This design comes from an exercise in tuning for small area, a short achievable clock period and few clock cycles on the open sky130 flow, not from production work. RTL that was checked went through simulation tests only; none was proved equivalent to the original.

Setup of run A:
==> flow/design.v (excerpt) <==
module page_replacement_victim_select_top (
  input  logic                   clk,
  input  logic                   rst_n,
  input  logic                   cfg_we,
  input  logic [POLICY_W-1:0]    cfg_wdata,
  input  logic                   in_tvalid,
  output logic                   in_tready,
  input  logic [IN_TDATA_W-1:0]  in_tdata,    
  input  logic [CMD_W-1:0]       in_tuser,    
  output logic                   out_tvalid,
  input  logic                   out_tready,
  output logic [OUT_TDATA_W-1:0] out_tdata,   
  output logic                   out_tuser    
);
export LEC_CHECK = 0
export ABC_CLOCK_PERIOD_IN_PS = 3500
export CAP_MARGIN = 20
export CORE_MARGIN = 2
export CORE_UTILIZATION = 40
export SLEW_MARGIN = 20
create_clock -name core_clock -period 10.0 [get_ports {clk}]
standard.sh (not shown) runs the stock make flow with config.mk's settings and CLKGATE_MAP_FILE= SYNTH_SCRIPT=/design/flow/synth_recipe.tcl, a recipe that flattens the netlist after the stock synthesis.
==> flow/flow/run.sh <==
#!/bin/bash
# Layout flow: the standard layout (standard.sh, unchanged synthesis and
# steps), with the timing repair steps asked to close to a tighter internal
# target than the 10 ns clock so the achieved period is short. The clock,
# SDC and every other setting are the design's.
set -euo pipefail
export SETUP_SLACK_MARGIN=6.3
bash standard.sh > standard.log 2>&1
Run A closes out successfully: all stages finished, all timing, DRC and antenna checks passed.
Setup changes, run A to run B
--- a/flow/design.v
+++ b/flow/design.v
@@ -151,58 +151,46 @@
   for (genvar s = 0; s < SLOTS; s++) begin : g_tab
     always_ff @(posedge clk) begin
       if (wr_oh[s]) begin
         age_r[s]  <= b_key;
         ones_r[s] <= b_pc;
       end
     end
   end
-  wire [SLOTS-1:0] p0 [SLOTS];        
-  wire [SLOTS-1:0] p1 [SLOTS];        
-  wire [SLOTS-1:0] pf [SLOTS];        
+  wire [SLOTS-1:0] ps [SLOTS];
   logic [SLOTS-1:0] mv;               
   for (genvar i = 0; i < SLOTS; i++) begin : g_row
     for (genvar j = 0; j < SLOTS; j++) begin : g_col
       if (i < j) begin : g_pair
         logic o0_r, o1_r, of_r;
         always_ff @(posedge clk) begin
           if (wr_oh[i] || wr_oh[j]) begin
             o0_r <= q0[i] & q0[j];
             o1_r <= q1[i] & q1[j];
           end
           if (inst_oh[i])          of_r <= 1'b0;
           else if (inst_oh[j])     of_r <= 1'b1;
           else if (mv[i] != mv[j]) of_r <= mv[j];
         end
-        assign p0[i][j] = o0_r;
-        assign p1[i][j] = o1_r;
-        assign pf[i][j] = of_r;
+        assign ps[i][j] = b_fifo ? of_r : b_ones ? o1_r : o0_r;
       end else if (i > j) begin : g_mirror
-        assign p0[i][j] = !p0[j][i];
-        assign p1[i][j] = !p1[j][i];
-        assign pf[i][j] = !pf[j][i];
+        assign ps[i][j] = !ps[j][i];
       end else begin : g_diag
-        assign p0[i][j] = 1'b1;
-        assign p1[i][j] = 1'b1;
-        assign pf[i][j] = 1'b1;
+        assign ps[i][j] = 1'b1;
       end
     end
   end
   logic [SLOTS-1:0] cand, mask, win, red;
   logic             any_cand_r, any_cand_nx, fa_r, fifo_sel;
   assign cand     = present_r & ~acc_r;
   assign mask     = present_r & ~({SLOTS{fa_r}} & acc_r);
   assign fifo_sel = b_sel && b_fifo;
   for (genvar i = 0; i < SLOTS; i++) begin : g_red
-    logic [SLOTS-1:0] beats;
-    for (genvar j = 0; j < SLOTS; j++) begin : g_b
-      assign beats[j] = b_fifo ? pf[i][j] : b_ones ? p1[i][j] : p0[i][j];
-    end
-    assign red[i] = &(~mask | beats);
+    assign red[i] = &(~mask | ps[i]);
     assign win[i] = mask[i] & red[i];
     assign mv[i]  = fifo_sel & present_r[i] & acc_r[i] & (!any_cand_r | red[i]);
   end
   always_comb begin
     if (b_inst)                any_cand_nx = 1'b1;
     else if (b_rem || b_mark)  any_cand_nx = |(cand & ~slot_oh);
     else if (fifo_sel)         any_cand_nx = |present_r;
     else                       any_cand_nx = any_cand_r;
@@ -248,43 +236,50 @@
   logic [POLICY_W-1:0] policy_r;
   always_ff @(posedge clk) begin
     if (!rst_n) begin
       policy_r <= POL_AGE;
     end else if (cfg_we) begin
       policy_r <= cfg_wdata;
     end
   end
+  function automatic logic [3:0] count_ones8(input logic [7:0] v);
+    logic sa, ca, sb, cb, sc, cc, s0, cd, ts, tc, s1, tc2;
+    {ca, sa} = 2'(v[0]) + 2'(v[1]) + 2'(v[2]);
+    {cb, sb} = 2'(v[3]) + 2'(v[4]) + 2'(v[5]);
+    {cc, sc} = 2'(v[6]) + 2'(v[7]);
+    {cd, s0} = 2'(sa) + 2'(sb) + 2'(sc);
+    {tc, ts} = 2'(ca) + 2'(cb) + 2'(cc);
+    {tc2, s1} = 2'(ts) + 2'(cd);
+    count_ones8 = {tc & tc2, tc ^ tc2, s1, s0};
+  endfunction
   logic              a_v;
   logic [CMD_W-1:0]  a_cmd;
   logic [SLOT_W-1:0] a_slot;
   logic [AGE_W-1:0]  a_age;
+  logic [15:0]       a_pc8;
   logic              a_ones, a_fifo;
   always_ff @(posedge clk) begin
     a_v    <= rst_n && in_tvalid && in_tready;
     a_cmd  <= in_tuser;
     a_slot <= in_tdata[SLOT_W-1:0];
     a_age  <= in_tdata[SLOT_W +: AGE_W];
+    for (int k = 0; k < 4; k++) begin
+      a_pc8[4*k +: 4] <= count_ones8(in_tdata[SLOT_W + 8*k +: 8]);
+    end
     a_ones <= (policy_r == POL_ONES);
     a_fifo <= (policy_r == POL_FIFO);
   end
-  function automatic logic [ONES_W-1:0] count_ones(input logic [AGE_W-1:0] v);
-    logic [ONES_W-1:0] sum;
-    sum = '0;
-    for (int i = 0; i < AGE_W; i++) begin
-      sum = sum + ONES_W'(v[i]);
-    end
-    count_ones = sum;
-  endfunction
   logic              a_inst;
   logic [AGE_W-1:0]  a_key;
   logic [ONES_W-1:0] a_pc;
   assign a_inst = (a_cmd == CMD_INSTALL);
   assign a_key  = a_inst ? {AGE_W{a_ones}} : a_age;
-  assign a_pc   = a_inst ? (a_ones ? ONES_W'(AGE_W) : '0) : count_ones(a_age);
+  assign a_pc   = a_inst ? (a_ones ? ONES_W'(AGE_W) : '0) :
+                  ONES_W'(a_pc8[3:0]) + ONES_W'(a_pc8[7:4]) + ONES_W'(a_pc8[11:8]) + ONES_W'(a_pc8[15:12]);
   logic              b_inst, b_rem, b_wr, b_mark, b_sel, b_ones, b_fifo;
   logic [SLOT_W-1:0] b_slot;
   logic [AGE_W-1:0]  b_key;
   logic [ONES_W-1:0] b_pc;
   always_ff @(posedge clk) begin
     b_inst <= rst_n && a_v && (a_cmd == CMD_INSTALL);
     b_rem  <= rst_n && a_v && (a_cmd == CMD_REMOVE);
     b_wr   <= rst_n && a_v && ((a_cmd == CMD_INSTALL) || (a_cmd == CMD_AGE));
### Flow results
Going from run A to run B, wire length of the first global-routing pass moved up, shortest period the worst path allows went down, average wire per standard cell roughly the same, width of the die shows no meaningful change, final instance count without filler cells higher. [compare] base=run A new=run B: first-iteration DRC count went up, flip-flop and latch count after synthesis went up. Compared to run A, run B reaches a higher achievable clock. Looking only at placement-stage worst setup slack, and setting everything else aside, the lower value of run B and run A goes to run B. From run A to run B the numbers moved as follows: final wirelength went up 970 µm; total die area rose about 0.6%. Re total number of vias: run A was lower than run B. Looking at number of CTS-inserted buffers across run B and run A, the one that comes out higher is run B.
Testbench counts of run B, summed over its fixed seeds: cycles 12,052.
Only the layout flow was run in run A; the RTL was not checked for function there.

re-timing with driven ports:
No port has a modelled driver above. Below, the same layouts with a new extraction and two added sets of constraints.
Step 1 assumes that a clkbuf_16 drives the clock port and a buf_2 every other input.
Step 2 moves the port delays by t, midway between the first and last clock arrival at a register: inputs arrive t later, outputs are due t later. That takes back most of the time a late clock gives input paths.
Three values: ideal, step 1, step 2; two values: the first two.
run	shift t [ns]	setup slack, ns	worst slew at a driven data input, ns
run A	0.830	5.267 / 5.267 / 5.267	0.06
run B	0.839	6.155 / 6.155 / 5.672	0.05
After both steps every run listed still meets setup and hold. The setup slack of run B, which loses most, moves by 0.000 ns with the drivers and by -0.483 ns with both steps.
